From an optimization exercise on the open Yosys and OpenROAD flow, aimed at small area, a short achievable clock period and few clock cycles per item; shortcuts taken in it are not production practice. In this exercise RTL edits were held to simulation tests only and were not proved equivalent to the original.

<file path="design/flow/flow/args.txt">
SETUP_SLACK_MARGIN=6.8
</file>
<file path="design/flow/config.mk">
export PLATFORM = sky130hd
export DESIGN_NAME = sparse_dot_top
export DESIGN_NICKNAME = sparse_dot_top
export VERILOG_FILES = /design/flow/design.v
export SDC_FILE = /design/flow/constraint.sdc
export NUM_CORES = 4
export LEC_CHECK = 0
export ABC_CLOCK_PERIOD_IN_PS = 3000
export CAP_MARGIN = 20
export CORE_MARGIN = 2
export CORE_UTILIZATION = 60
export SLEW_MARGIN = 20
</file>
<file path="design/flow/flow/run.sh">
#!/bin/bash
# The standard layout, with timing repair aiming below the design's clock
# period (the SDC is unchanged; only the repair margin is raised). Extra make
# variables, one per line, come from flow/args.txt.
set -euo pipefail
mapfile -t ARGS < flow/args.txt
bash standard.sh "${ARGS[@]}" finish > standard_finish.log 2>&1
</file>
<file path="design/flow/design.v">
`default_nettype none
package sparse_pkg;
    localparam int WORD_W  = 16;               
    localparam int INDEX_W = 6;                
    localparam int ADDR_W  = 2 + INDEX_W;      
    localparam int ACC_W   = 2 * WORD_W + 1;   
    localparam int LANES   = 2;                
    localparam int MAX_DIM = 8;                
    localparam int DIM_W   = 4;                
    typedef enum logic [1:0] {
        BANK_A0,
        BANK_A1,
        BANK_B0,
        BANK_B1
    } bank_e;
    typedef logic [LANES-1:0]  lane_mask_t;
    typedef logic [WORD_W-1:0] word_t;
    typedef logic [ACC_W-1:0]  acc_t;
    typedef enum logic [1:0] {
        WALK_IDLE,
        WALK_ISSUE,    
        WALK_WAIT,     
        WALK_DONE
    } walk_state_e;
    typedef enum logic [1:0] {
        FETCH_IDLE,
        FETCH_READ_A,
        FETCH_READ_B,
        FETCH_CLOSE    
    } fetch_state_e;
endpackage
`default_nettype wire
`timescale 1ns/100ps
`default_nettype none
module pair_walker (
    input  logic        clk,
    input  logic        rst,
    input  logic        start,
    input  logic [3:0]  num_rows,
    input  logic [3:0]  num_cols,
    input  logic [15:0] bitmap_a,
    input  logic [15:0] bitmap_b,
    output logic        issue,       
    output logic        issue_last,  
    output logic [1:0]  pair_mask,   
    output logic [2:0]  row,
    output logic [2:0]  col,
    output logic [2:0]  ka0,
    output logic [2:0]  ka1,
    output logic [2:0]  kb0,
    output logic [2:0]  kb1
);
    logic       run;
    logic       empty;
    logic       last_col;
    logic       last_row;
    logic [1:0] a_bits;
    logic [1:0] b_bits;
    assign empty    = (num_rows == 4'd0) || (num_cols == 4'd0);
    assign issue    = run || (start && !empty);
    assign last_col = ({1'b0, col} == num_cols - 4'd1);
    assign last_row = ({1'b0, row} == num_rows - 4'd1);
    assign issue_last = last_col && last_row;
    assign a_bits = bitmap_a[{row, 1'b0} +: 2];
    assign b_bits = bitmap_b[{col, 1'b0} +: 2];
    assign pair_mask = a_bits & b_bits;
    always_ff @(posedge clk or negedge rst) begin
        if (!rst) begin
            run <= 1'b0;
            row <= '0;
            col <= '0;
            ka0 <= '0;
            ka1 <= '0;
            kb0 <= '0;
            kb1 <= '0;
        end else if (issue) begin
            if (last_col) begin
                col <= '0;
                kb0 <= '0;
                kb1 <= '0;
                if (last_row) begin
                    run <= 1'b0;
                    row <= '0;
                    ka0 <= '0;
                    ka1 <= '0;
                end else begin
                    run <= 1'b1;
                    row <= row + 3'd1;
                    ka0 <= ka0 + {2'b0, a_bits[0]};
                    ka1 <= ka1 + {2'b0, a_bits[1]};
                end
            end else begin
                run <= 1'b1;
                col <= col + 3'd1;
                kb0 <= kb0 + {2'b0, b_bits[0]};
                kb1 <= kb1 + {2'b0, b_bits[1]};
            end
        end
    end
endmodule
`default_nettype wire
`timescale 1ns/100ps
`default_nettype none
module operand_fetch (
    input  logic              clk,
    input  logic              rst,
    input  logic              issue,
    input  logic              issue_last,
    input  logic [1:0]        pair_mask,
    input  logic [2:0]        row,
    input  logic [2:0]        col,
    input  sparse_pkg::word_t a0_val,
    input  sparse_pkg::word_t a1_val,
    input  sparse_pkg::word_t b0_val,
    input  sparse_pkg::word_t b1_val,
    output logic              op_valid,
    output logic              op_last,
    output logic [2:0]        op_row,
    output logic [2:0]        op_col,
    output sparse_pkg::word_t op_a0,
    output sparse_pkg::word_t op_a1,
    output logic [7:0]        op_on0,
    output logic [7:0]        op_tw0,
    output logic [7:0]        op_ng0,
    output logic              op_r80,
    output logic [7:0]        op_on1,
    output logic [7:0]        op_tw1,
    output logic [7:0]        op_ng1,
    output logic              op_r81
);
    logic [7:0] on0, tw0, ng0, on1, tw1, ng1;
    logic       r80, r81;
    booth_enc i_enc0 (.b(b0_val), .m(pair_mask[0]), .on(on0), .tw(tw0), .ng(ng0), .r8(r80));
    booth_enc i_enc1 (.b(b1_val), .m(pair_mask[1]), .on(on1), .tw(tw1), .ng(ng1), .r8(r81));
    always_ff @(posedge clk or negedge rst) begin
        if (!rst) begin
            op_valid <= 1'b0;
        end else begin
            op_valid <= issue;
        end
    end
    always_ff @(posedge clk) begin
        op_last <= issue_last;
        op_row  <= row;
        op_col  <= col;
        op_a0   <= a0_val;
        op_a1   <= a1_val;
        op_on0  <= on0;
        op_tw0  <= tw0;
        op_ng0  <= ng0;
        op_r80  <= r80;
        op_on1  <= on1;
        op_tw1  <= tw1;
        op_ng1  <= ng1;
        op_r81  <= r81;
    end
endmodule
`default_nettype wire
`timescale 1ns/100ps
`default_nettype none
module value_store (
    input  logic                           clk,
    input  logic                           load_en,
    input  sparse_pkg::bank_e              load_bank,
    input  logic [sparse_pkg::INDEX_W-1:0] load_index,
    input  sparse_pkg::word_t              load_data,
    input  logic [2:0]                     a0_idx,
    input  logic [2:0]                     a1_idx,
    input  logic [2:0]                     b0_idx,
    input  logic [2:0]                     b1_idx,
    output sparse_pkg::word_t              a0_val,
    output sparse_pkg::word_t              a1_val,
    output sparse_pkg::word_t              b0_val,
    output sparse_pkg::word_t              b1_val
);
    sparse_pkg::word_t mem [4][8];
    always_ff @(posedge clk) begin
        for (int b = 0; b < 4; b++) begin
            for (int i = 0; i < 8; i++) begin
                if (load_en && load_bank == b && load_index == i) begin
                    mem[b][i] <= load_data;
                end
            end
        end
    end
    assign a0_val = mem[0][a0_idx];
    assign a1_val = mem[1][a1_idx];
    assign b0_val = mem[2][b0_idx];
    assign b1_val = mem[3][b1_idx];
endmodule
`default_nettype wire
`default_nettype none
module booth_enc (
    input  wire [15:0] b,
    input  wire        m,
    output wire [7:0]  on,
    output wire [7:0]  tw,
    output wire [7:0]  ng,
    output wire        r8
);
    wire [17:0] bx = {1'b0, b, 1'b0};
    genvar gj;
    for (gj = 0; gj < 8; gj++) begin : g_enc
        assign on[gj] = m & (bx[2*gj+1] ^ bx[2*gj]);
        assign tw[gj] = m & ((bx[2*gj+2] & ~bx[2*gj+1] & ~bx[2*gj]) | (~bx[2*gj+2] & bx[2*gj+1] & bx[2*gj]));
        assign ng[gj] = m & bx[2*gj+2];
    end
    assign r8 = m & b[15];
endmodule
module mul_cs (
    input  wire [15:0] a,
    input  wire [7:0]  on,
    input  wire [7:0]  tw,
    input  wire [7:0]  ng,
    input  wire        r8,
    output wire [32:0] s,
    output wire [32:0] c
);
    wire [17:0] ax = {1'b0, a, 1'b0};
    genvar gj;
    wire [16:0] pp0;
    for (gj = 0; gj < 17; gj++) begin : g_pp0
        assign pp0[gj] = ((on[0] & ax[gj+1]) | (tw[0] & ax[gj])) ^ ng[0];
    end
    wire [16:0] pp1;
    for (gj = 0; gj < 17; gj++) begin : g_pp1
        assign pp1[gj] = ((on[1] & ax[gj+1]) | (tw[1] & ax[gj])) ^ ng[1];
    end
    wire [16:0] pp2;
    for (gj = 0; gj < 17; gj++) begin : g_pp2
        assign pp2[gj] = ((on[2] & ax[gj+1]) | (tw[2] & ax[gj])) ^ ng[2];
    end
    wire [16:0] pp3;
    for (gj = 0; gj < 17; gj++) begin : g_pp3
        assign pp3[gj] = ((on[3] & ax[gj+1]) | (tw[3] & ax[gj])) ^ ng[3];
    end
    wire [16:0] pp4;
    for (gj = 0; gj < 17; gj++) begin : g_pp4
        assign pp4[gj] = ((on[4] & ax[gj+1]) | (tw[4] & ax[gj])) ^ ng[4];
    end
    wire [16:0] pp5;
    for (gj = 0; gj < 17; gj++) begin : g_pp5
        assign pp5[gj] = ((on[5] & ax[gj+1]) | (tw[5] & ax[gj])) ^ ng[5];
    end
    wire [16:0] pp6;
    for (gj = 0; gj < 17; gj++) begin : g_pp6
        assign pp6[gj] = ((on[6] & ax[gj+1]) | (tw[6] & ax[gj])) ^ ng[6];
    end
    wire [16:0] pp7;
    for (gj = 0; gj < 17; gj++) begin : g_pp7
        assign pp7[gj] = ((on[7] & ax[gj+1]) | (tw[7] & ax[gj])) ^ ng[7];
    end
    wire [15:0] pp8 = a & {16{r8}};
    wire t1;
    wire t2;
    wire t3;
    wire t4;
    wire t5;
    wire t6;
    wire t7;
    wire t8;
    wire t9;
    wire t10;
    wire t11;
    wire t12;
    wire t13;
    wire t14;
    wire t15;
    wire t16;
    wire t17;
    wire t18;
    wire t19;
    wire t20;
    wire t21;
    wire t22;
    wire t23;
    wire t24;
    wire t25;
    wire t26;
    wire t27;
    wire t28;
    wire t29;
    wire t30;
    wire t31;
    wire t32;
    wire t33;
    wire t34;
    wire t35;
    wire t36;
    wire t37;
    wire t38;
    wire t39;
    wire t40;
    wire t41;
    wire t42;
    wire t43;
    wire t44;
    wire t45;
    wire t46;
    wire t47;
    wire t48;
    wire t49;
    wire t50;
    wire t51;
    wire t52;
    wire t53;
    wire t54;
    wire t55;
    wire t56;
    wire t57;
    wire t58;
    wire t59;
    wire t60;
    wire t61;
    wire t62;
    wire t63;
    wire t64;
    wire t65;
    wire t66;
    wire t67;
    wire t68;
    wire t69;
    wire t70;
    wire t71;
    wire t72;
    wire t73;
    wire t74;
    wire t75;
    wire t76;
    wire t77;
    wire t78;
    wire t79;
    wire t80;
    wire t81;
    wire t82;
    wire t83;
    wire t84;
    wire t85;
    wire t86;
    wire t87;
    wire t88;
    wire t89;
    wire t90;
    wire t91;
    wire t92;
    wire t93;
    wire t94;
    wire t95;
    wire t96;
    wire t97;
    wire t98;
    wire t99;
    wire t100;
    wire t101;
    wire t102;
    wire t103;
    wire t104;
    wire t105;
    wire t106;
    wire t107;
    wire t108;
    wire t109;
    wire t110;
    wire t111;
    wire t112;
    wire t113;
    wire t114;
    wire t115;
    wire t116;
    wire t117;
    wire t118;
    wire t119;
    wire t120;
    wire t121;
    wire t122;
    wire t123;
    wire t124;
    wire t125;
    wire t126;
    wire t127;
    wire t128;
    wire t129;
    wire t130;
    wire t131;
    wire t132;
    wire t133;
    wire t134;
    wire t135;
    wire t136;
    wire t137;
    wire t138;
    wire t139;
    wire t140;
    wire t141;
    wire t142;
    wire t143;
    wire t144;
    wire t145;
    wire t146;
    wire t147;
    wire t148;
    wire t149;
    wire t150;
    wire t151;
    wire t152;
    wire t153;
    wire t154;
    wire t155;
    wire t156;
    wire t157;
    wire t158;
    wire t159;
    wire t160;
    wire t161;
    wire t162;
    wire t163;
    wire t164;
    wire t165;
    wire t166;
    wire t167;
    wire t168;
    wire t169;
    wire t170;
    wire t171;
    wire t172;
    wire t173;
    wire t174;
    wire t175;
    wire t176;
    wire t177;
    wire t178;
    wire t179;
    wire t180;
    wire t181;
    wire t182;
    wire t183;
    wire t184;
    wire t185;
    wire t186;
    wire t187;
    wire t188;
    wire t189;
    wire t190;
    wire t191;
    wire t192;
    wire t193;
    wire t194;
    wire t195;
    wire t196;
    wire t197;
    wire t198;
    wire t199;
    wire t200;
    wire t201;
    wire t202;
    wire t203;
    wire t204;
    wire t205;
    wire t206;
    wire t207;
    wire t208;
    wire t209;
    wire t210;
    wire t211;
    wire t212;
    wire t213;
    wire t214;
    wire t215;
    wire t216;
    wire t217;
    wire t218;
    wire t219;
    wire t220;
    wire t221;
    wire t222;
    wire t223;
    wire t224;
    wire t225;
    wire t226;
    wire t227;
    wire t228;
    wire t229;
    wire t230;
    wire t231;
    wire t232;
    wire t233;
    wire t234;
    wire t235;
    wire t236;
    wire t237;
    wire t238;
    wire t239;
    wire t240;
    wire t241;
    wire t242;
    wire t243;
    wire t244;
    wire t245;
    wire t246;
    wire t247;
    wire t248;
    wire t249;
    wire t250;
    wire t251;
    wire t252;
    wire t253;
    wire t254;
    wire t255;
    wire t256;
    wire t257;
    wire t258;
    wire t259;
    wire t260;
    wire t261;
    wire t262;
    wire t263;
    wire t264;
    assign t1 = pp0[10] ^ pp1[8];
    assign t2 = pp0[10] & pp1[8];
    assign t3 = pp0[11] ^ pp1[9];
    assign t4 = pp0[11] & pp1[9];
    assign t5 = pp0[12] ^ pp1[10] ^ pp2[8];
    assign t6 = (pp0[12] & pp1[10]) | (pp0[12] & pp2[8]) | (pp1[10] & pp2[8]);
    assign t7 = pp3[6] ^ pp4[4];
    assign t8 = pp3[6] & pp4[4];
    assign t9 = pp0[13] ^ pp1[11] ^ pp2[9];
    assign t10 = (pp0[13] & pp1[11]) | (pp0[13] & pp2[9]) | (pp1[11] & pp2[9]);
    assign t11 = pp3[7] ^ pp4[5];
    assign t12 = pp3[7] & pp4[5];
    assign t13 = pp0[14] ^ pp1[12] ^ pp2[10];
    assign t14 = (pp0[14] & pp1[12]) | (pp0[14] & pp2[10]) | (pp1[12] & pp2[10]);
    assign t15 = pp3[8] ^ pp4[6] ^ pp5[4];
    assign t16 = (pp3[8] & pp4[6]) | (pp3[8] & pp5[4]) | (pp4[6] & pp5[4]);
    assign t17 = pp6[2] ^ pp7[0];
    assign t18 = pp6[2] & pp7[0];
    assign t19 = pp0[15] ^ pp1[13] ^ pp2[11];
    assign t20 = (pp0[15] & pp1[13]) | (pp0[15] & pp2[11]) | (pp1[13] & pp2[11]);
    assign t21 = pp3[9] ^ pp4[7] ^ pp5[5];
    assign t22 = (pp3[9] & pp4[7]) | (pp3[9] & pp5[5]) | (pp4[7] & pp5[5]);
    assign t23 = pp6[3] ^ pp7[1];
    assign t24 = pp6[3] & pp7[1];
    assign t25 = pp0[16] ^ pp1[14] ^ pp2[12];
    assign t26 = (pp0[16] & pp1[14]) | (pp0[16] & pp2[12]) | (pp1[14] & pp2[12]);
    assign t27 = pp3[10] ^ pp4[8] ^ pp5[6];
    assign t28 = (pp3[10] & pp4[8]) | (pp3[10] & pp5[6]) | (pp4[8] & pp5[6]);
    assign t29 = pp6[4] ^ pp7[2] ^ pp8[0];
    assign t30 = (pp6[4] & pp7[2]) | (pp6[4] & pp8[0]) | (pp7[2] & pp8[0]);
    assign t31 = ng[0] ^ pp1[15] ^ pp2[13];
    assign t32 = (ng[0] & pp1[15]) | (ng[0] & pp2[13]) | (pp1[15] & pp2[13]);
    assign t33 = pp3[11] ^ pp4[9] ^ pp5[7];
    assign t34 = (pp3[11] & pp4[9]) | (pp3[11] & pp5[7]) | (pp4[9] & pp5[7]);
    assign t35 = pp6[5] ^ pp7[3] ^ pp8[1];
    assign t36 = (pp6[5] & pp7[3]) | (pp6[5] & pp8[1]) | (pp7[3] & pp8[1]);
    assign t37 = ng[0] ^ pp1[16] ^ pp2[14];
    assign t38 = (ng[0] & pp1[16]) | (ng[0] & pp2[14]) | (pp1[16] & pp2[14]);
    assign t39 = pp3[12] ^ pp4[10] ^ pp5[8];
    assign t40 = (pp3[12] & pp4[10]) | (pp3[12] & pp5[8]) | (pp4[10] & pp5[8]);
    assign t41 = pp6[6] ^ pp7[4] ^ pp8[2];
    assign t42 = (pp6[6] & pp7[4]) | (pp6[6] & pp8[2]) | (pp7[4] & pp8[2]);
    assign t43 = ~ng[0] ^ ~ng[1] ^ pp2[15];
    assign t44 = (~ng[0] & ~ng[1]) | (~ng[0] & pp2[15]) | (~ng[1] & pp2[15]);
    assign t45 = pp3[13] ^ pp4[11] ^ pp5[9];
    assign t46 = (pp3[13] & pp4[11]) | (pp3[13] & pp5[9]) | (pp4[11] & pp5[9]);
    assign t47 = pp6[7] ^ pp7[5] ^ pp8[3];
    assign t48 = (pp6[7] & pp7[5]) | (pp6[7] & pp8[3]) | (pp7[5] & pp8[3]);
    assign t49 = 1'b1 ^ pp2[16] ^ pp3[14];
    assign t50 = (1'b1 & pp2[16]) | (1'b1 & pp3[14]) | (pp2[16] & pp3[14]);
    assign t51 = pp4[12] ^ pp5[10] ^ pp6[8];
    assign t52 = (pp4[12] & pp5[10]) | (pp4[12] & pp6[8]) | (pp5[10] & pp6[8]);
    assign t53 = pp7[6] ^ pp8[4];
    assign t54 = pp7[6] & pp8[4];
    assign t55 = ~ng[2] ^ pp3[15] ^ pp4[13];
    assign t56 = (~ng[2] & pp3[15]) | (~ng[2] & pp4[13]) | (pp3[15] & pp4[13]);
    assign t57 = pp5[11] ^ pp6[9] ^ pp7[7];
    assign t58 = (pp5[11] & pp6[9]) | (pp5[11] & pp7[7]) | (pp6[9] & pp7[7]);
    assign t59 = 1'b1 ^ pp3[16] ^ pp4[14];
    assign t60 = (1'b1 & pp3[16]) | (1'b1 & pp4[14]) | (pp3[16] & pp4[14]);
    assign t61 = pp5[12] ^ pp6[10];
    assign t62 = pp5[12] & pp6[10];
    assign t63 = ~ng[3] ^ pp4[15] ^ pp5[13];
    assign t64 = (~ng[3] & pp4[15]) | (~ng[3] & pp5[13]) | (pp4[15] & pp5[13]);
    assign t65 = 1'b1 ^ pp4[16];
    assign t66 = 1'b1 & pp4[16];
    assign t67 = pp0[6] ^ pp1[4];
    assign t68 = pp0[6] & pp1[4];
    assign t69 = pp0[7] ^ pp1[5];
    assign t70 = pp0[7] & pp1[5];
    assign t71 = pp0[8] ^ pp1[6] ^ pp2[4];
    assign t72 = (pp0[8] & pp1[6]) | (pp0[8] & pp2[4]) | (pp1[6] & pp2[4]);
    assign t73 = pp3[2] ^ pp4[0];
    assign t74 = pp3[2] & pp4[0];
    assign t75 = pp0[9] ^ pp1[7] ^ pp2[5];
    assign t76 = (pp0[9] & pp1[7]) | (pp0[9] & pp2[5]) | (pp1[7] & pp2[5]);
    assign t77 = pp3[3] ^ pp4[1];
    assign t78 = pp3[3] & pp4[1];
    assign t79 = t1 ^ pp2[6] ^ pp3[4];
    assign t80 = (t1 & pp2[6]) | (t1 & pp3[4]) | (pp2[6] & pp3[4]);
    assign t81 = pp4[2] ^ pp5[0] ^ ng[5];
    assign t82 = (pp4[2] & pp5[0]) | (pp4[2] & ng[5]) | (pp5[0] & ng[5]);
    assign t83 = t2 ^ t3 ^ pp2[7];
    assign t84 = (t2 & t3) | (t2 & pp2[7]) | (t3 & pp2[7]);
    assign t85 = pp3[5] ^ pp4[3] ^ pp5[1];
    assign t86 = (pp3[5] & pp4[3]) | (pp3[5] & pp5[1]) | (pp4[3] & pp5[1]);
    assign t87 = t4 ^ t5 ^ t7;
    assign t88 = (t4 & t5) | (t4 & t7) | (t5 & t7);
    assign t89 = pp5[2] ^ pp6[0] ^ ng[6];
    assign t90 = (pp5[2] & pp6[0]) | (pp5[2] & ng[6]) | (pp6[0] & ng[6]);
    assign t91 = t6 ^ t8 ^ t9;
    assign t92 = (t6 & t8) | (t6 & t9) | (t8 & t9);
    assign t93 = t11 ^ pp5[3] ^ pp6[1];
    assign t94 = (t11 & pp5[3]) | (t11 & pp6[1]) | (pp5[3] & pp6[1]);
    assign t95 = t10 ^ t12 ^ t13;
    assign t96 = (t10 & t12) | (t10 & t13) | (t12 & t13);
    assign t97 = t15 ^ t17 ^ ng[7];
    assign t98 = (t15 & t17) | (t15 & ng[7]) | (t17 & ng[7]);
    assign t99 = t14 ^ t16 ^ t18;
    assign t100 = (t14 & t16) | (t14 & t18) | (t16 & t18);
    assign t101 = t19 ^ t21 ^ t23;
    assign t102 = (t19 & t21) | (t19 & t23) | (t21 & t23);
    assign t103 = t20 ^ t22 ^ t24;
    assign t104 = (t20 & t22) | (t20 & t24) | (t22 & t24);
    assign t105 = t25 ^ t27 ^ t29;
    assign t106 = (t25 & t27) | (t25 & t29) | (t27 & t29);
    assign t107 = t26 ^ t28 ^ t30;
    assign t108 = (t26 & t28) | (t26 & t30) | (t28 & t30);
    assign t109 = t31 ^ t33 ^ t35;
    assign t110 = (t31 & t33) | (t31 & t35) | (t33 & t35);
    assign t111 = t32 ^ t34 ^ t36;
    assign t112 = (t32 & t34) | (t32 & t36) | (t34 & t36);
    assign t113 = t37 ^ t39 ^ t41;
    assign t114 = (t37 & t39) | (t37 & t41) | (t39 & t41);
    assign t115 = t38 ^ t40 ^ t42;
    assign t116 = (t38 & t40) | (t38 & t42) | (t40 & t42);
    assign t117 = t43 ^ t45 ^ t47;
    assign t118 = (t43 & t45) | (t43 & t47) | (t45 & t47);
    assign t119 = t44 ^ t46 ^ t48;
    assign t120 = (t44 & t46) | (t44 & t48) | (t46 & t48);
    assign t121 = t49 ^ t51 ^ t53;
    assign t122 = (t49 & t51) | (t49 & t53) | (t51 & t53);
    assign t123 = t50 ^ t52 ^ t54;
    assign t124 = (t50 & t52) | (t50 & t54) | (t52 & t54);
    assign t125 = t55 ^ t57 ^ pp8[5];
    assign t126 = (t55 & t57) | (t55 & pp8[5]) | (t57 & pp8[5]);
    assign t127 = t56 ^ t58 ^ t59;
    assign t128 = (t56 & t58) | (t56 & t59) | (t58 & t59);
    assign t129 = t61 ^ pp7[8] ^ pp8[6];
    assign t130 = (t61 & pp7[8]) | (t61 & pp8[6]) | (pp7[8] & pp8[6]);
    assign t131 = t60 ^ t62 ^ t63;
    assign t132 = (t60 & t62) | (t60 & t63) | (t62 & t63);
    assign t133 = pp6[11] ^ pp7[9] ^ pp8[7];
    assign t134 = (pp6[11] & pp7[9]) | (pp6[11] & pp8[7]) | (pp7[9] & pp8[7]);
    assign t135 = t64 ^ t65 ^ pp5[14];
    assign t136 = (t64 & t65) | (t64 & pp5[14]) | (t65 & pp5[14]);
    assign t137 = pp6[12] ^ pp7[10] ^ pp8[8];
    assign t138 = (pp6[12] & pp7[10]) | (pp6[12] & pp8[8]) | (pp7[10] & pp8[8]);
    assign t139 = t66 ^ ~ng[4] ^ pp5[15];
    assign t140 = (t66 & ~ng[4]) | (t66 & pp5[15]) | (~ng[4] & pp5[15]);
    assign t141 = pp6[13] ^ pp7[11] ^ pp8[9];
    assign t142 = (pp6[13] & pp7[11]) | (pp6[13] & pp8[9]) | (pp7[11] & pp8[9]);
    assign t143 = 1'b1 ^ pp5[16] ^ pp6[14];
    assign t144 = (1'b1 & pp5[16]) | (1'b1 & pp6[14]) | (pp5[16] & pp6[14]);
    assign t145 = pp7[12] ^ pp8[10];
    assign t146 = pp7[12] & pp8[10];
    assign t147 = ~ng[5] ^ pp6[15] ^ pp7[13];
    assign t148 = (~ng[5] & pp6[15]) | (~ng[5] & pp7[13]) | (pp6[15] & pp7[13]);
    assign t149 = 1'b1 ^ pp6[16];
    assign t150 = 1'b1 & pp6[16];
    assign t151 = pp0[4] ^ pp1[2];
    assign t152 = pp0[4] & pp1[2];
    assign t153 = pp0[5] ^ pp1[3];
    assign t154 = pp0[5] & pp1[3];
    assign t155 = t67 ^ pp2[2] ^ pp3[0];
    assign t156 = (t67 & pp2[2]) | (t67 & pp3[0]) | (pp2[2] & pp3[0]);
    assign t157 = t68 ^ t69 ^ pp2[3];
    assign t158 = (t68 & t69) | (t68 & pp2[3]) | (t69 & pp2[3]);
    assign t159 = t70 ^ t71 ^ t73;
    assign t160 = (t70 & t71) | (t70 & t73) | (t71 & t73);
    assign t161 = t72 ^ t74 ^ t75;
    assign t162 = (t72 & t74) | (t72 & t75) | (t74 & t75);
    assign t163 = t76 ^ t78 ^ t79;
    assign t164 = (t76 & t78) | (t76 & t79) | (t78 & t79);
    assign t165 = t80 ^ t82 ^ t83;
    assign t166 = (t80 & t82) | (t80 & t83) | (t82 & t83);
    assign t167 = t84 ^ t86 ^ t87;
    assign t168 = (t84 & t86) | (t84 & t87) | (t86 & t87);
    assign t169 = t88 ^ t90 ^ t91;
    assign t170 = (t88 & t90) | (t88 & t91) | (t90 & t91);
    assign t171 = t92 ^ t94 ^ t95;
    assign t172 = (t92 & t94) | (t92 & t95) | (t94 & t95);
    assign t173 = t96 ^ t98 ^ t99;
    assign t174 = (t96 & t98) | (t96 & t99) | (t98 & t99);
    assign t175 = t100 ^ t102 ^ t103;
    assign t176 = (t100 & t102) | (t100 & t103) | (t102 & t103);
    assign t177 = t104 ^ t106 ^ t107;
    assign t178 = (t104 & t106) | (t104 & t107) | (t106 & t107);
    assign t179 = t108 ^ t110 ^ t111;
    assign t180 = (t108 & t110) | (t108 & t111) | (t110 & t111);
    assign t181 = t112 ^ t114 ^ t115;
    assign t182 = (t112 & t114) | (t112 & t115) | (t114 & t115);
    assign t183 = t116 ^ t118 ^ t119;
    assign t184 = (t116 & t118) | (t116 & t119) | (t118 & t119);
    assign t185 = t120 ^ t122 ^ t123;
    assign t186 = (t120 & t122) | (t120 & t123) | (t122 & t123);
    assign t187 = t124 ^ t126 ^ t127;
    assign t188 = (t124 & t126) | (t124 & t127) | (t126 & t127);
    assign t189 = t128 ^ t130 ^ t131;
    assign t190 = (t128 & t130) | (t128 & t131) | (t130 & t131);
    assign t191 = t132 ^ t134 ^ t135;
    assign t192 = (t132 & t134) | (t132 & t135) | (t134 & t135);
    assign t193 = t136 ^ t138 ^ t139;
    assign t194 = (t136 & t138) | (t136 & t139) | (t138 & t139);
    assign t195 = t140 ^ t142 ^ t143;
    assign t196 = (t140 & t142) | (t140 & t143) | (t142 & t143);
    assign t197 = t144 ^ t146 ^ t147;
    assign t198 = (t144 & t146) | (t144 & t147) | (t146 & t147);
    assign t199 = t148 ^ t149 ^ pp7[14];
    assign t200 = (t148 & t149) | (t148 & pp7[14]) | (t149 & pp7[14]);
    assign t201 = t150 ^ ~ng[6] ^ pp7[15];
    assign t202 = (t150 & ~ng[6]) | (t150 & pp7[15]) | (~ng[6] & pp7[15]);
    assign t203 = 1'b1 ^ pp7[16];
    assign t204 = 1'b1 & pp7[16];
    assign t205 = pp0[2] ^ pp1[0];
    assign t206 = pp0[2] & pp1[0];
    assign t207 = pp0[3] ^ pp1[1];
    assign t208 = pp0[3] & pp1[1];
    assign t209 = t151 ^ pp2[0] ^ ng[2];
    assign t210 = (t151 & pp2[0]) | (t151 & ng[2]) | (pp2[0] & ng[2]);
    assign t211 = t152 ^ t153 ^ pp2[1];
    assign t212 = (t152 & t153) | (t152 & pp2[1]) | (t153 & pp2[1]);
    assign t213 = t154 ^ t155 ^ ng[3];
    assign t214 = (t154 & t155) | (t154 & ng[3]) | (t155 & ng[3]);
    assign t215 = t156 ^ t157 ^ pp3[1];
    assign t216 = (t156 & t157) | (t156 & pp3[1]) | (t157 & pp3[1]);
    assign t217 = t158 ^ t159 ^ ng[4];
    assign t218 = (t158 & t159) | (t158 & ng[4]) | (t159 & ng[4]);
    assign t219 = t160 ^ t161 ^ t77;
    assign t220 = (t160 & t161) | (t160 & t77) | (t161 & t77);
    assign t221 = t162 ^ t163 ^ t81;
    assign t222 = (t162 & t163) | (t162 & t81) | (t163 & t81);
    assign t223 = t164 ^ t165 ^ t85;
    assign t224 = (t164 & t165) | (t164 & t85) | (t165 & t85);
    assign t225 = t166 ^ t167 ^ t89;
    assign t226 = (t166 & t167) | (t166 & t89) | (t167 & t89);
    assign t227 = t168 ^ t169 ^ t93;
    assign t228 = (t168 & t169) | (t168 & t93) | (t169 & t93);
    assign t229 = t170 ^ t171 ^ t97;
    assign t230 = (t170 & t171) | (t170 & t97) | (t171 & t97);
    assign t231 = t172 ^ t173 ^ t101;
    assign t232 = (t172 & t173) | (t172 & t101) | (t173 & t101);
    assign t233 = t174 ^ t175 ^ t105;
    assign t234 = (t174 & t175) | (t174 & t105) | (t175 & t105);
    assign t235 = t176 ^ t177 ^ t109;
    assign t236 = (t176 & t177) | (t176 & t109) | (t177 & t109);
    assign t237 = t178 ^ t179 ^ t113;
    assign t238 = (t178 & t179) | (t178 & t113) | (t179 & t113);
    assign t239 = t180 ^ t181 ^ t117;
    assign t240 = (t180 & t181) | (t180 & t117) | (t181 & t117);
    assign t241 = t182 ^ t183 ^ t121;
    assign t242 = (t182 & t183) | (t182 & t121) | (t183 & t121);
    assign t243 = t184 ^ t185 ^ t125;
    assign t244 = (t184 & t185) | (t184 & t125) | (t185 & t125);
    assign t245 = t186 ^ t187 ^ t129;
    assign t246 = (t186 & t187) | (t186 & t129) | (t187 & t129);
    assign t247 = t188 ^ t189 ^ t133;
    assign t248 = (t188 & t189) | (t188 & t133) | (t189 & t133);
    assign t249 = t190 ^ t191 ^ t137;
    assign t250 = (t190 & t191) | (t190 & t137) | (t191 & t137);
    assign t251 = t192 ^ t193 ^ t141;
    assign t252 = (t192 & t193) | (t192 & t141) | (t193 & t141);
    assign t253 = t194 ^ t195 ^ t145;
    assign t254 = (t194 & t195) | (t194 & t145) | (t195 & t145);
    assign t255 = t196 ^ t197 ^ pp8[11];
    assign t256 = (t196 & t197) | (t196 & pp8[11]) | (t197 & pp8[11]);
    assign t257 = t198 ^ t199 ^ pp8[12];
    assign t258 = (t198 & t199) | (t198 & pp8[12]) | (t199 & pp8[12]);
    assign t259 = t200 ^ t201 ^ pp8[13];
    assign t260 = (t200 & t201) | (t200 & pp8[13]) | (t201 & pp8[13]);
    assign t261 = t202 ^ t203 ^ pp8[14];
    assign t262 = (t202 & t203) | (t202 & pp8[14]) | (t203 & pp8[14]);
    assign t263 = t204 ^ ~ng[7] ^ pp8[15];
    assign t264 = (t204 & ~ng[7]) | (t204 & pp8[15]) | (~ng[7] & pp8[15]);
    assign s = {t264, t262, t260, t258, t256, t254, t252, t250, t248, t246, t244, t242, t240, t238, t236, t234, t232, t230, t228, t226, t224, t222, t220, t218, t216, t214, t212, t210, t208, t206, t205, pp0[1], pp0[0]};
    assign c = {1'b1, t263, t261, t259, t257, t255, t253, t251, t249, t247, t245, t243, t241, t239, t237, t235, t233, t231, t229, t227, t225, t223, t221, t219, t217, t215, t213, t211, t209, t207, ng[1], 1'b0, ng[0]};
endmodule
module add4 (
    input  wire [32:0] x0,
    input  wire [32:0] x1,
    input  wire [32:0] x2,
    input  wire [32:0] x3,
    output wire [32:0] y
);
    wire u1;
    wire u2;
    wire u3;
    wire u4;
    wire u5;
    wire u6;
    wire u7;
    wire u8;
    wire u9;
    wire u10;
    wire u11;
    wire u12;
    wire u13;
    wire u14;
    wire u15;
    wire u16;
    wire u17;
    wire u18;
    wire u19;
    wire u20;
    wire u21;
    wire u22;
    wire u23;
    wire u24;
    wire u25;
    wire u26;
    wire u27;
    wire u28;
    wire u29;
    wire u30;
    wire u31;
    wire u32;
    wire u33;
    wire u34;
    wire u35;
    wire u36;
    wire u37;
    wire u38;
    wire u39;
    wire u40;
    wire u41;
    wire u42;
    wire u43;
    wire u44;
    wire u45;
    wire u46;
    wire u47;
    wire u48;
    wire u49;
    wire u50;
    wire u51;
    wire u52;
    wire u53;
    wire u54;
    wire u55;
    wire u56;
    wire u57;
    wire u58;
    wire u59;
    wire u60;
    wire u61;
    wire u62;
    wire u63;
    wire u64;
    wire u65;
    wire u66;
    wire u67;
    wire u68;
    wire u69;
    wire u70;
    wire u71;
    wire u72;
    wire u73;
    wire u74;
    wire u75;
    wire u76;
    wire u77;
    wire u78;
    wire u79;
    wire u80;
    wire u81;
    wire u82;
    wire u83;
    wire u84;
    wire u85;
    wire u86;
    wire u87;
    wire u88;
    wire u89;
    wire u90;
    wire u91;
    wire u92;
    wire u93;
    wire u94;
    wire u95;
    wire u96;
    wire u97;
    wire u98;
    wire u99;
    wire u100;
    wire u101;
    wire u102;
    wire u103;
    wire u104;
    wire u105;
    wire u106;
    wire u107;
    wire u108;
    wire u109;
    wire u110;
    wire u111;
    wire u112;
    wire u113;
    wire u114;
    wire u115;
    wire u116;
    wire u117;
    wire u118;
    wire u119;
    wire u120;
    wire u121;
    wire u122;
    wire u123;
    wire u124;
    wire u125;
    wire u126;
    wire u127;
    wire u128;
    wire u129;
    wire u130;
    wire u131;
    wire u132;
    assign u1 = x0[0] ^ x1[0];
    assign u2 = x0[0] & x1[0];
    assign u3 = x0[1] ^ x1[1] ^ x2[1];
    assign u4 = (x0[1] & x1[1]) | (x0[1] & x2[1]) | (x1[1] & x2[1]);
    assign u5 = x0[2] ^ x1[2] ^ x2[2];
    assign u6 = (x0[2] & x1[2]) | (x0[2] & x2[2]) | (x1[2] & x2[2]);
    assign u7 = x0[3] ^ x1[3] ^ x2[3];
    assign u8 = (x0[3] & x1[3]) | (x0[3] & x2[3]) | (x1[3] & x2[3]);
    assign u9 = x0[4] ^ x1[4] ^ x2[4];
    assign u10 = (x0[4] & x1[4]) | (x0[4] & x2[4]) | (x1[4] & x2[4]);
    assign u11 = x0[5] ^ x1[5] ^ x2[5];
    assign u12 = (x0[5] & x1[5]) | (x0[5] & x2[5]) | (x1[5] & x2[5]);
    assign u13 = x0[6] ^ x1[6] ^ x2[6];
    assign u14 = (x0[6] & x1[6]) | (x0[6] & x2[6]) | (x1[6] & x2[6]);
    assign u15 = x0[7] ^ x1[7] ^ x2[7];
    assign u16 = (x0[7] & x1[7]) | (x0[7] & x2[7]) | (x1[7] & x2[7]);
    assign u17 = x0[8] ^ x1[8] ^ x2[8];
    assign u18 = (x0[8] & x1[8]) | (x0[8] & x2[8]) | (x1[8] & x2[8]);
    assign u19 = x0[9] ^ x1[9] ^ x2[9];
    assign u20 = (x0[9] & x1[9]) | (x0[9] & x2[9]) | (x1[9] & x2[9]);
    assign u21 = x0[10] ^ x1[10] ^ x2[10];
    assign u22 = (x0[10] & x1[10]) | (x0[10] & x2[10]) | (x1[10] & x2[10]);
    assign u23 = x0[11] ^ x1[11] ^ x2[11];
    assign u24 = (x0[11] & x1[11]) | (x0[11] & x2[11]) | (x1[11] & x2[11]);
    assign u25 = x0[12] ^ x1[12] ^ x2[12];
    assign u26 = (x0[12] & x1[12]) | (x0[12] & x2[12]) | (x1[12] & x2[12]);
    assign u27 = x0[13] ^ x1[13] ^ x2[13];
    assign u28 = (x0[13] & x1[13]) | (x0[13] & x2[13]) | (x1[13] & x2[13]);
    assign u29 = x0[14] ^ x1[14] ^ x2[14];
    assign u30 = (x0[14] & x1[14]) | (x0[14] & x2[14]) | (x1[14] & x2[14]);
    assign u31 = x0[15] ^ x1[15] ^ x2[15];
    assign u32 = (x0[15] & x1[15]) | (x0[15] & x2[15]) | (x1[15] & x2[15]);
    assign u33 = x0[16] ^ x1[16] ^ x2[16];
    assign u34 = (x0[16] & x1[16]) | (x0[16] & x2[16]) | (x1[16] & x2[16]);
    assign u35 = x0[17] ^ x1[17] ^ x2[17];
    assign u36 = (x0[17] & x1[17]) | (x0[17] & x2[17]) | (x1[17] & x2[17]);
    assign u37 = x0[18] ^ x1[18] ^ x2[18];
    assign u38 = (x0[18] & x1[18]) | (x0[18] & x2[18]) | (x1[18] & x2[18]);
    assign u39 = x0[19] ^ x1[19] ^ x2[19];
    assign u40 = (x0[19] & x1[19]) | (x0[19] & x2[19]) | (x1[19] & x2[19]);
    assign u41 = x0[20] ^ x1[20] ^ x2[20];
    assign u42 = (x0[20] & x1[20]) | (x0[20] & x2[20]) | (x1[20] & x2[20]);
    assign u43 = x0[21] ^ x1[21] ^ x2[21];
    assign u44 = (x0[21] & x1[21]) | (x0[21] & x2[21]) | (x1[21] & x2[21]);
    assign u45 = x0[22] ^ x1[22] ^ x2[22];
    assign u46 = (x0[22] & x1[22]) | (x0[22] & x2[22]) | (x1[22] & x2[22]);
    assign u47 = x0[23] ^ x1[23] ^ x2[23];
    assign u48 = (x0[23] & x1[23]) | (x0[23] & x2[23]) | (x1[23] & x2[23]);
    assign u49 = x0[24] ^ x1[24] ^ x2[24];
    assign u50 = (x0[24] & x1[24]) | (x0[24] & x2[24]) | (x1[24] & x2[24]);
    assign u51 = x0[25] ^ x1[25] ^ x2[25];
    assign u52 = (x0[25] & x1[25]) | (x0[25] & x2[25]) | (x1[25] & x2[25]);
    assign u53 = x0[26] ^ x1[26] ^ x2[26];
    assign u54 = (x0[26] & x1[26]) | (x0[26] & x2[26]) | (x1[26] & x2[26]);
    assign u55 = x0[27] ^ x1[27] ^ x2[27];
    assign u56 = (x0[27] & x1[27]) | (x0[27] & x2[27]) | (x1[27] & x2[27]);
    assign u57 = x0[28] ^ x1[28] ^ x2[28];
    assign u58 = (x0[28] & x1[28]) | (x0[28] & x2[28]) | (x1[28] & x2[28]);
    assign u59 = x0[29] ^ x1[29] ^ x2[29];
    assign u60 = (x0[29] & x1[29]) | (x0[29] & x2[29]) | (x1[29] & x2[29]);
    assign u61 = x0[30] ^ x1[30] ^ x2[30];
    assign u62 = (x0[30] & x1[30]) | (x0[30] & x2[30]) | (x1[30] & x2[30]);
    assign u63 = x0[31] ^ x1[31] ^ x2[31];
    assign u64 = (x0[31] & x1[31]) | (x0[31] & x2[31]) | (x1[31] & x2[31]);
    assign u65 = x0[32] ^ x1[32] ^ x2[32];
    assign u66 = (x0[32] & x1[32]) | (x0[32] & x2[32]) | (x1[32] & x2[32]);
    assign u67 = u1 ^ x2[0];
    assign u68 = u1 & x2[0];
    assign u69 = u2 ^ u3 ^ x3[1];
    assign u70 = (u2 & u3) | (u2 & x3[1]) | (u3 & x3[1]);
    assign u71 = u4 ^ u5 ^ x3[2];
    assign u72 = (u4 & u5) | (u4 & x3[2]) | (u5 & x3[2]);
    assign u73 = u6 ^ u7 ^ x3[3];
    assign u74 = (u6 & u7) | (u6 & x3[3]) | (u7 & x3[3]);
    assign u75 = u8 ^ u9 ^ x3[4];
    assign u76 = (u8 & u9) | (u8 & x3[4]) | (u9 & x3[4]);
    assign u77 = u10 ^ u11 ^ x3[5];
    assign u78 = (u10 & u11) | (u10 & x3[5]) | (u11 & x3[5]);
    assign u79 = u12 ^ u13 ^ x3[6];
    assign u80 = (u12 & u13) | (u12 & x3[6]) | (u13 & x3[6]);
    assign u81 = u14 ^ u15 ^ x3[7];
    assign u82 = (u14 & u15) | (u14 & x3[7]) | (u15 & x3[7]);
    assign u83 = u16 ^ u17 ^ x3[8];
    assign u84 = (u16 & u17) | (u16 & x3[8]) | (u17 & x3[8]);
    assign u85 = u18 ^ u19 ^ x3[9];
    assign u86 = (u18 & u19) | (u18 & x3[9]) | (u19 & x3[9]);
    assign u87 = u20 ^ u21 ^ x3[10];
    assign u88 = (u20 & u21) | (u20 & x3[10]) | (u21 & x3[10]);
    assign u89 = u22 ^ u23 ^ x3[11];
    assign u90 = (u22 & u23) | (u22 & x3[11]) | (u23 & x3[11]);
    assign u91 = u24 ^ u25 ^ x3[12];
    assign u92 = (u24 & u25) | (u24 & x3[12]) | (u25 & x3[12]);
    assign u93 = u26 ^ u27 ^ x3[13];
    assign u94 = (u26 & u27) | (u26 & x3[13]) | (u27 & x3[13]);
    assign u95 = u28 ^ u29 ^ x3[14];
    assign u96 = (u28 & u29) | (u28 & x3[14]) | (u29 & x3[14]);
    assign u97 = u30 ^ u31 ^ x3[15];
    assign u98 = (u30 & u31) | (u30 & x3[15]) | (u31 & x3[15]);
    assign u99 = u32 ^ u33 ^ x3[16];
    assign u100 = (u32 & u33) | (u32 & x3[16]) | (u33 & x3[16]);
    assign u101 = u34 ^ u35 ^ x3[17];
    assign u102 = (u34 & u35) | (u34 & x3[17]) | (u35 & x3[17]);
    assign u103 = u36 ^ u37 ^ x3[18];
    assign u104 = (u36 & u37) | (u36 & x3[18]) | (u37 & x3[18]);
    assign u105 = u38 ^ u39 ^ x3[19];
    assign u106 = (u38 & u39) | (u38 & x3[19]) | (u39 & x3[19]);
    assign u107 = u40 ^ u41 ^ x3[20];
    assign u108 = (u40 & u41) | (u40 & x3[20]) | (u41 & x3[20]);
    assign u109 = u42 ^ u43 ^ x3[21];
    assign u110 = (u42 & u43) | (u42 & x3[21]) | (u43 & x3[21]);
    assign u111 = u44 ^ u45 ^ x3[22];
    assign u112 = (u44 & u45) | (u44 & x3[22]) | (u45 & x3[22]);
    assign u113 = u46 ^ u47 ^ x3[23];
    assign u114 = (u46 & u47) | (u46 & x3[23]) | (u47 & x3[23]);
    assign u115 = u48 ^ u49 ^ x3[24];
    assign u116 = (u48 & u49) | (u48 & x3[24]) | (u49 & x3[24]);
    assign u117 = u50 ^ u51 ^ x3[25];
    assign u118 = (u50 & u51) | (u50 & x3[25]) | (u51 & x3[25]);
    assign u119 = u52 ^ u53 ^ x3[26];
    assign u120 = (u52 & u53) | (u52 & x3[26]) | (u53 & x3[26]);
    assign u121 = u54 ^ u55 ^ x3[27];
    assign u122 = (u54 & u55) | (u54 & x3[27]) | (u55 & x3[27]);
    assign u123 = u56 ^ u57 ^ x3[28];
    assign u124 = (u56 & u57) | (u56 & x3[28]) | (u57 & x3[28]);
    assign u125 = u58 ^ u59 ^ x3[29];
    assign u126 = (u58 & u59) | (u58 & x3[29]) | (u59 & x3[29]);
    assign u127 = u60 ^ u61 ^ x3[30];
    assign u128 = (u60 & u61) | (u60 & x3[30]) | (u61 & x3[30]);
    assign u129 = u62 ^ u63 ^ x3[31];
    assign u130 = (u62 & u63) | (u62 & x3[31]) | (u63 & x3[31]);
    assign u131 = u64 ^ u65 ^ x3[32];
    assign u132 = (u64 & u65) | (u64 & x3[32]) | (u65 & x3[32]);
    wire [32:0] r0 = {u130, u128, u126, u124, u122, u120, u118, u116, u114, u112, u110, u108, u106, u104, u102, u100, u98, u96, u94, u92, u90, u88, u86, u84, u82, u80, u78, u76, u74, u72, u70, u68, u67};
    wire [32:0] r1 = {u131, u129, u127, u125, u123, u121, u119, u117, u115, u113, u111, u109, u107, u105, u103, u101, u99, u97, u95, u93, u91, u89, u87, u85, u83, u81, u79, u77, u75, u73, u71, u69, x3[0]};
    assign y = r0 + r1;
endmodule
`default_nettype wire
`timescale 1ns/100ps
`default_nettype none
module sparse_dot_top #(
    parameter int MAX_ROWS = sparse_pkg::MAX_DIM,
    parameter int MAX_COLS = sparse_pkg::MAX_DIM
) (
    input  logic                                  clk,
    input  logic                                  rst,
    input  logic                                  load_en,
    input  sparse_pkg::bank_e                     load_bank,
    input  logic [sparse_pkg::INDEX_W-1:0]        load_index,
    input  sparse_pkg::word_t                     load_data,
    input  logic                                  start,
    input  logic [sparse_pkg::DIM_W-1:0]          num_rows,
    input  logic [sparse_pkg::DIM_W-1:0]          num_cols,
    input  logic [sparse_pkg::LANES*MAX_ROWS-1:0] bitmap_a,
    input  logic [sparse_pkg::LANES*MAX_COLS-1:0] bitmap_b,
    output logic                                  busy,
    output logic                                  done,
    output logic                                  result_valid,
    output logic [sparse_pkg::DIM_W-1:0]          result_row,
    output logic [sparse_pkg::DIM_W-1:0]          result_col,
    output sparse_pkg::acc_t                      result_value
);
    logic              issue;
    logic              issue_last;
    logic [1:0]        pair_mask;
    logic [2:0]        row;
    logic [2:0]        col;
    logic [2:0]        ka0;
    logic [2:0]        ka1;
    logic [2:0]        kb0;
    logic [2:0]        kb1;
    sparse_pkg::word_t a0_val;
    sparse_pkg::word_t a1_val;
    sparse_pkg::word_t b0_val;
    sparse_pkg::word_t b1_val;
    pair_walker i_pair_walker (
        .clk        (clk),
        .rst        (rst),
        .start      (start),
        .num_rows   (num_rows),
        .num_cols   (num_cols),
        .bitmap_a   (bitmap_a),
        .bitmap_b   (bitmap_b),
        .issue      (issue),
        .issue_last (issue_last),
        .pair_mask  (pair_mask),
        .row        (row),
        .col        (col),
        .ka0        (ka0),
        .ka1        (ka1),
        .kb0        (kb0),
        .kb1        (kb1)
    );
    value_store i_value_store (
        .clk        (clk),
        .load_en    (load_en),
        .load_bank  (load_bank),
        .load_index (load_index),
        .load_data  (load_data),
        .a0_idx     (ka0),
        .a1_idx     (ka1),
        .b0_idx     (kb0),
        .b1_idx     (kb1),
        .a0_val     (a0_val),
        .a1_val     (a1_val),
        .b0_val     (b0_val),
        .b1_val     (b1_val)
    );
    logic              op_valid;
    logic              op_last;
    logic [2:0]        op_row;
    logic [2:0]        op_col;
    sparse_pkg::word_t op_a0;
    sparse_pkg::word_t op_a1;
    logic [7:0]        op_on0, op_tw0, op_ng0;
    logic [7:0]        op_on1, op_tw1, op_ng1;
    logic              op_r80, op_r81;
    operand_fetch i_operand_fetch (
        .clk        (clk),
        .rst        (rst),
        .issue      (issue),
        .issue_last (issue_last),
        .pair_mask  (pair_mask),
        .row        (row),
        .col        (col),
        .a0_val     (a0_val),
        .a1_val     (a1_val),
        .b0_val     (b0_val),
        .b1_val     (b1_val),
        .op_valid   (op_valid),
        .op_last    (op_last),
        .op_row     (op_row),
        .op_col     (op_col),
        .op_a0      (op_a0),
        .op_a1      (op_a1),
        .op_on0     (op_on0),
        .op_tw0     (op_tw0),
        .op_ng0     (op_ng0),
        .op_r80     (op_r80),
        .op_on1     (op_on1),
        .op_tw1     (op_tw1),
        .op_ng1     (op_ng1),
        .op_r81     (op_r81)
    );
    logic [32:0] p0_s;
    logic [32:0] p0_c;
    logic [32:0] p1_s;
    logic [32:0] p1_c;
    mul_cs i_mul0 (.a(op_a0), .on(op_on0), .tw(op_tw0), .ng(op_ng0), .r8(op_r80), .s(p0_s), .c(p0_c));
    mul_cs i_mul1 (.a(op_a1), .on(op_on1), .tw(op_tw1), .ng(op_ng1), .r8(op_r81), .s(p1_s), .c(p1_c));
    logic        cs_valid;
    logic        cs_last;
    logic [2:0]  cs_row;
    logic [2:0]  cs_col;
    logic [32:0] cs_p0_s;
    logic [32:0] cs_p0_c;
    logic [32:0] cs_p1_s;
    logic [32:0] cs_p1_c;
    always_ff @(posedge clk or negedge rst) begin
        if (!rst) begin
            cs_valid <= 1'b0;
        end else begin
            cs_valid <= op_valid;
        end
    end
    always_ff @(posedge clk) begin
        cs_last <= op_last;
        cs_row  <= op_row;
        cs_col  <= op_col;
        cs_p0_s <= p0_s;
        cs_p0_c <= p0_c;
        cs_p1_s <= p1_s;
        cs_p1_c <= p1_c;
    end
    logic [32:0] sum;
    add4 i_add4 (
        .x0 (cs_p0_s),
        .x1 (cs_p0_c),
        .x2 (cs_p1_s),
        .x3 (cs_p1_c),
        .y  (sum)
    );
    logic empty_start;
    assign empty_start = start && ((num_rows == 4'd0) || (num_cols == 4'd0));
    always_ff @(posedge clk or negedge rst) begin
        if (!rst) begin
            result_valid <= 1'b0;
            done         <= 1'b0;
            busy         <= 1'b0;
        end else begin
            result_valid <= cs_valid;
            done         <= (cs_valid && cs_last) || empty_start;
            busy         <= start || (busy && !done);
        end
    end
    always_ff @(posedge clk) begin
        result_row   <= {1'b0, cs_row};
        result_col   <= {1'b0, cs_col};
        result_value <= sum;
    end
endmodule
`default_nettype wire
</file>
<file path="design/flow/standard.sh">
#!/bin/bash
# synth_recipe.tcl (not shown) runs the flow's synth.tcl, then flattens the netlist and writes it again
# the make line also repeats each setting of config.mk as NAME=value (left out here)
make -C /OpenROAD-flow-scripts/flow DESIGN_CONFIG=/design/flow/config.mk WORK_HOME=/design/flow/orfs CLKGATE_MAP_FILE= SYNTH_SCRIPT=/design/flow/synth_recipe.tcl "${@:-finish}"
</file>
<file path="design/flow/constraint.sdc">
create_clock -name core_clock -period 10.0 [get_ports {clk}]
set_input_delay 2.0000 -clock core_clock [delete_from_list [all_inputs] [get_ports {clk}]]
set_output_delay 2.0000 -clock core_clock [all_outputs]
set_load 0.01 [all_outputs]
</file>
==> results of run 1 <==
-- through the flow --
step	setup WS, ns	hold slack [ns]	util, %	instance area (µm²)
2_1_floorplan	6.56	0.310	-	41700
3_3_place_gp	5.56	0.313	63.7	43000
3_5_place_dp	5.47	0.315	63.7	43000
4_1_cts	6.64	0.307	69.3	46800
5_1_grt	6.54	0.326	70.1	47300
6_report	6.61	0.305	70.1	47300
-- sequential cells by signal, summed over array words and instances, names as in the netlist, 8 cells and up --
register and flops:
cs_p1_c 31, i_operand_fetch.op_tw0 8, i_operand_fetch.op_a0 16, result_value 33, cs_p0_c 31, i_operand_fetch.op_on1 8
i_operand_fetch.op_tw1 8, cs_p1_s 33, i_operand_fetch.op_on0 8, i_value_store.mem 512, i_operand_fetch.op_a1 16, i_operand_fetch.op_ng0 8
cs_p0_s 33, i_operand_fetch.op_ng1 8
-- path summary, 6_finish.rpt --
check / start / endpoint / slack [ns] / cells after the start
max: cs_p0_s[4] / result_value[20] / 6.61 / 12
min: i_operand_fetch.op_row[2] / cs_row[2] / 0.30 / 0
max reg2reg: cs_p0_s[4] / result_value[20] / 6.61 / 12
min reg2reg: i_operand_fetch.op_row[2] / cs_row[2] / 0.30 / 0
max in group asynchronous: rst / i_pair_walker.kb1[0] / 8.25 / 1
min in group asynchronous: rst / cs_valid / 1.33 / 1
-- routing by layer --
metal | up-vias | share of wire [%] | track usage [%]
met4 | 6 | 4.0 | 11.3
met1 | 13228 | 39 | 42.3
met3 | 244 | 8.4 | 5.09
li1 | 11474 | - | -
met5 | - | 0.032 | 0
met2 | 1294 | 48 | 50.9
-- Yosys cell counts, types with 5 or more instances --
library cell	n	area (µm²)
xor2_1	80	701
a221oi_1	40	350
xnor2_1	247	2160
fa_1	267	5350
mux2i_1	62	621
a31oi_1	17	106
dfrtp_1	24	601
and2_1	23	144
buf_2	19	95.1
nand3b_1	11	82.6
buf_1	22	82.6
nand2_1	172	646
nand3_1	38	190
dfxtp_1	261	5230
a22oi_1	262	1970
nor2b_1	19	119
ha_1	90	1130
o22ai_1	14	87.6
inv_1	271	1020
mux2_2	40	450
o21a_1	6	45.0
and3_1	12	75.1
clkbuf_1	180	676
nor3_1	11	55.1
o21bai_1	6	45.0
edfxtp_1	512	15400
o21ai_0	88	440
a221o_1	7	70.1
mux4_2	47	1060
a22o_1	9	78.8
nor2_1	157	589
a21oi_1	85	425
a21o_1	15	113
or3_1	9	56.3
nand2b_1	9	56.3
o211ai_1	5	37.5
buf_4	10	75.1
-- critical path, cell delays in order, from the launching register on --
cell and delay, ns:
dfxtp_2 0.33, fa_1 0.55, inv_1 0.06, fa_1 0.49, inv_2 0.04, ha_4 0.22
a21o_1 0.16, a221o_1 0.41, o211ai_2 0.24, a21oi_2 0.12, or2_4 0.27, a2111oi_4 0.33
nor3_2 0.07
-- layout make-up --
type                    count  area, µm²  area share, %
diodes                      1       2.50        0.00529
multi-input cells        1918      18800           39.7
clock inverters            53        588           1.24
flip-flops and latches    797      21400           45.3
repair buffers            216       2160           4.55
inverters                 279       1080           2.29
clock buffers             101       2170           4.58
well taps                 873       1090           2.31
-- repair_timing --
action	CTS	global route
hold buffers	0	0
pin swaps	51	25
cloned	0	1
gates resized for setup	316	130
setup buffers	52	28
endpoints found under the setup margin	704	423
-- kinds of logic after synthesis --
family	Yosys count	share of synthesized area, %
flops	797	51.6
simple gates	481	5.27
other cells	1	0.00913
buf+inv	512	4.87
xor+xnor	327	6.97
fa+ha+maj	357	15.8
mux	150	5.22
compound gates	600	10.3
==> flow_metrics.py, run 1 <==
metrics = {
    "outcome": {
        "status": "no timing/DRC/antenna violations",
    },
    "clocking": {
        "clkTransAtPathRegs_ns": 0.06,
        "cts.htree.levels": 3,
        "cts_sinks": 797,
        "clkLatencyLatePin_ns": 0.66,
        "cts_buffer_depth": 3,
        "tritoncts": "yes",
        "cts_root_buffer": "clkbuf_16",
        "numCtsBuffers": 83,
    },
    "floorplanning": {
        "io_pins": 112,
        "start_util_pct": 60.8,
        "die_w_um": 266,
        "core_area_um2": 67500,
        "fp.dieH_um": 266,
        "row_count": 95,
        "die_area_um2": 70500,
    },
    "final_layout": {
        "layout_commonest_cell": "edfxtp_1",
        "area_growth_pct": 15.3,
        "fin_nets": 3720,
        "fillers": 4632,
        "final_cell_mix": "edfxtp_1 (512), fa_1 (264), inv_1 (262)",
        "fin_cells": 4238,
        "drive_gt1_share_pct": 18.0,
    },
    "placed_design": {
        "placed_cells": 4002,
        "dp_hpwl_um": 73000,
        "io_buffers": 109,
        "gp_congestion": 0.905,
    },
    "timing": {
        "fmax_mhz": 295,
        "slew-limit-headroom_pct": 37.3,
        "final_hold_viol_count": 0,
        "min_period_over_period_pct": 33.9,
        "tightest_slew_ns": 0.940,
        "skew_ns": 0.0411,
        "finalSetupTns_ns": 0,
        "slew_viol_final": 0,
        "setup_viol": 0,
        "rsz0062_at_grt": "true",
        "period_needed_ns": 3.39,
    },
    "synth": {
        "synthArstFlopShare_pct": 3.01,
        "ys_types": 76,
        "synth_area_um2": 41100,
        "synthCells": 3225,
        "ys_ff_latch": 797,
        "yosysWarnings": 5,
        "yosysSeqAreaShare_pct": 51.6,
        "synth_edf_count": 512,
        "avgSynthCellArea_um2": 12.7,
        "synth_flop_cell": "edfxtp_1",
    },
    "route": {
        "wl_per_cell_um": 25.5,
        "dr.pass1.iters": 5,
        "wirelength_um": 108000,
        "dr_total_vias": 26246,
        "drtIter0Drc": 2683,
        "drc": 0,
        "viasPerCell": 6.19,
        "ant_nets": 0,
    },
    "worst_setup_path": {
        "path_max_fanout": 5,
        "end_kind": "flip-flop",
        "arrival_ns": 3.92,
        "crit_required_ns": 10.53,
        "startpoint_type": "flip-flop",
        "path_class": "flip-flop to flip-flop",
    },
    "global_route": {
        "grt_start_max_net_pins": 49,
        "grt_pass1_vias": 26720,
        "grt_overflow_total": 0,
        "grt_usage_pct": 31.1,
        "grt_pass1_wl_um": 164000,
        "antenna_found_initial": 4,
    },
    "min_path": {
        "hp-class": "flip-flop to flip-flop",
    },
    "job": {
        "drv_cap": 0,
    },
}
Testbench counts, summed over its fixed seeds: cycles 10,520, items 9,944.
==> run 2, diff against run 1 <==
==> design/flow/flow/args.txt (replaced) <==
SETUP_SLACK_MARGIN=6.6
BUFFER_PORTS_ARGS=-buffer_cell sky130_fd_sc_hd__buf_2
--- a/design/flow/config.mk
+++ b/design/flow/config.mk
@@ -8,5 +8,7 @@
 export ABC_CLOCK_PERIOD_IN_PS = 3000
 export CAP_MARGIN = 20
 export CORE_MARGIN = 2
-export CORE_UTILIZATION = 60
+export CORE_UTILIZATION = 70
+export CTS_CLUSTER_DIAMETER = 80
+export CTS_CLUSTER_SIZE = 30
 export SLEW_MARGIN = 20
==> run 2 against run 1 <==
Register-to-register slack improved by 0.02 ns. Clock skew increased by 0.0033 ns. Wire length decreased by 7.3%. Still clean on timing, DRC and antenna. Final cell count decreased by 5.7%.
==> flow_metrics.py, run 2 <==
metrics = {
    "outcome": {
        "status": "no timing/DRC/antenna violations",
    },
    "global_route": {
        "grt_overflow_total": 0,
        "grt_start_max_net_pins": 51,
        "grt_pass1_vias": 25997,
        "antenna_found_initial": 2,
        "grt_pass1_wl_um": 152000,
        "grt_usage_pct": 33.4,
    },
    "route": {
        "wirelength_um": 100000,
        "drtIter0Drc": 2758,
        "dr_total_vias": 25694,
        "wl_per_cell_um": 25.1,
        "drc": 0,
        "dr.pass1.iters": 6,
        "ant_nets": 0,
        "viasPerCell": 6.43,
    },
    "timing": {
        "skew_ns": 0.0444,
        "final_hold_viol_count": 0,
        "fin_ws_ns": 6.63,
        "period_needed_ns": 3.37,
        "tightest_slew_ns": 1.07,
        "rsz0062_at_grt": "true",
        "whs_ns": 0.318,
        "fmax_mhz": 297,
        "finalSetupTns_ns": 0,
        "slew-limit-headroom_pct": 28.9,
        "slew_viol_final": 0,
        "min_period_over_period_pct": 33.7,
        "setup_viol": 0,
    },
    "floorplanning": {
        "die_w_um": 246,
        "io_pins": 112,
        "die_area_um2": 60600,
        "core_area_um2": 57800,
        "start_util_pct": 71.0,
        "fp.dieH_um": 246,
        "row_count": 88,
    },
    "final_layout": {
        "seq_area_um2": 21300,
        "area_growth_pct": 7.94,
        "final_util_pct": 76.7,
        "drive_gt1_share_pct": 15.5,
        "multiInputGateArea_um2": 18400,
        "layout_commonest_cell": "edfxtp_1",
        "final_cell_mix": "edfxtp_1 (512), inv_1 (267), fa_1 (266)",
        "post-route-cell-area_um2": 44300,
        "fin_nets": 3622,
        "largest_reg_flops": 512,
        "fillers": 3622,
        "fin_cells": 3995,
        "largest-register": "i_value_store.mem",
    },
    "clocking": {
        "cts.htree.levels": 2,
        "cts_buffer_depth": 3,
        "clkTransAtPathRegs_ns": 0.12,
        "clkLatencyLatePin_ns": 0.62,
        "numCtsBuffers": 39,
        "cts_hold_buf": 0,
        "tritoncts": "yes",
        "cts_root_buffer": "clkbuf_16",
        "cts_sinks": 797,
    },
    "min_path": {
        "min_to": "result_col[0]",
        "hp-class": "flip-flop to flip-flop",
        "min_from": "cs_col[0]",
        "hold_path_depth": 0,
    },
    "worst_setup_path": {
        "critPathBufInv": 2,
        "path_max_fanout": 4,
        "reg2reg_to": "result_value[20]",
        "path_cells": "fa_1 > inv_2 > fa_1 > inv_2 > ha_4 > and3_4 > a221o_1 > o211ai_2 > a21oi_2 > or2_4 > a2111oi_4 > nor3_2",
        "path_class": "flip-flop to flip-flop",
        "startpoint_type": "flip-flop",
        "arrival_ns": 3.85,
        "crit_cells": 12,
        "end_kind": "flip-flop",
        "r2r_setup_slack_ns": 6.63,
        "crit_required_ns": 10.49,
        "reg2reg_from": "cs_p1_s[5]",
        "slowest_stage": "fa_1",
        "rr_worst_depth": 12,
        "slowest_delay_ns": 0.54,
        "path_delay_family": "adder cells",
    },
    "synth": {
        "synth_flop_cell": "edfxtp_1",
        "synthArstFlopShare_pct": 3.01,
        "ys_ff_latch": 797,
        "ys_types": 76,
        "synth_area_um2": 41100,
        "yosysWarnings": 5,
        "synthTopCellsByCount": "edfxtp_1 (512), inv_1 (271), fa_1 (267)",
        "synthCells": 3225,
        "synth_top_cell_area_share_pct": 37.4,
        "yosysSeqAreaShare_pct": 51.6,
        "synth_edf_count": 512,
        "yosysMostFrequentCell": "edfxtp_1",
        "yosysTopAreaCell": "edfxtp_1",
        "synth_area_leaders": "edfxtp_1 (37%), fa_1 (13%), dfxtp_1 (13%)",
        "avgSynthCellArea_um2": 12.7,
    },
    "placed_design": {
        "dp_slack_ns": 5.80,
        "io_buffers": 109,
        "dp_hpwl_um": 66900,
        "placed_cells": 3888,
        "gp_congestion": 0.913,
        "placed_area_um2": 42100,
    },
    "job": {
        "drv_cap": 0,
    },
}
[run 2: cell types whose count changed in the layout (fill, tap and decap cells not counted), sizes merged, moves of 8 or more]
cell / change
buf: +10
clkdlybuf4s50: -19
bufinv: -8
clkinv: -23
clkbuf: -56
clkinvlp: -9
dlygate4sd2: -10
dlymetal6s2s: -24
[run 2: how the worst max path moves through the flow]
stage / startpoint / to / slack [ns]
floorplan: load_index[3] / i_value_store.mem[25][0] / 6.55
global placement: num_rows[0] / i_pair_walker.ka0[2] / 5.99
detailed placement: num_rows[0] / i_pair_walker.ka1[2] / 5.80
CTS: i_operand_fetch.op_tw0[0] / cs_p0_c[12] / 6.60
global route: cs_p1_s[5] / result_value[20] / 6.54
finish: cs_p1_s[5] / result_value[20] / 6.63
[run 2: logic make-up (layout without fill, tap and decap cells)]
group                      count (synthesis)  after routing  synth area share [%]
muxes                                    150            150                  5.22
AOI/OAI and AO/OA                        600            600                  10.3
buffers and inverters                    512            514                  4.87
adders and majority gates                357            357                  15.8
other                                      1              4               0.00913
xor gates and xnor gates                 327            327                  6.97
and+or+nand+nor                          481            481                  5.27
DFF                                      797            797                  51.6
[run 2: what timing repair did]
action | 4_1_cts | 5_1_grt
buffers inserted | 5 | 28
resized for setup | 62 | 81
pin swaps | 8 | 42
setup endpoints to repair | 82 | 381
[run 2: final cells by class]
cell class | instances | area share (%)
Multi-Input combinational cell | 1917 | 41.6
Clock buffer | 53 | 2.39
Inverter | 279 | 2.37
Sequential cell | 797 | 48.1
Clock inverter | 19 | 0.582
Tap cell | 765 | 2.16
Antenna cell | 2 | 0.0113
Timing Repair Buffer | 163 | 2.77
[run 2: per-layer routing]
metal,up-vias,track usage (%),share of wire [%]
li1,11209,-,-
met1,12842,44.4,37
met2,1388,55.8,50
met3,253,4.29,8.4
met4,2,14.5,4.4
met5,-,0,0.013

==> what the ideal ports hide <==
The flow's constraints put no driver on any port. The routed layouts listed below were extracted and timed again, unchanged, in two steps. Step 1, drivers: a clkbuf_16 drives clk and a buf_2 each remaining input, both assumed. Step 2 moves the port delays by t, midway between the first and last clock arrival at a register: inputs arrive t later, outputs are due t later. That takes back most of the time a late clock gives input paths. Three values: no drivers, after step 1, after step 2; two values: the first two.
run | t, ns | setup WS [ns] | hold slack, ns | cell pins on the clock port's net
run 1 | 0.708 | 6.615 / 6.615 / 6.120 | 0.305 / 0.305 / 0.305 | 1
run 2 | 0.663 | 6.633 / 6.633 / 6.016 | 0.318 / 0.318 / 0.318 | 1
After both steps every run listed still meets setup and hold. The setup slack of run 2, which loses most, moves by 0.000 ns with the drivers and by -0.617 ns with both steps.
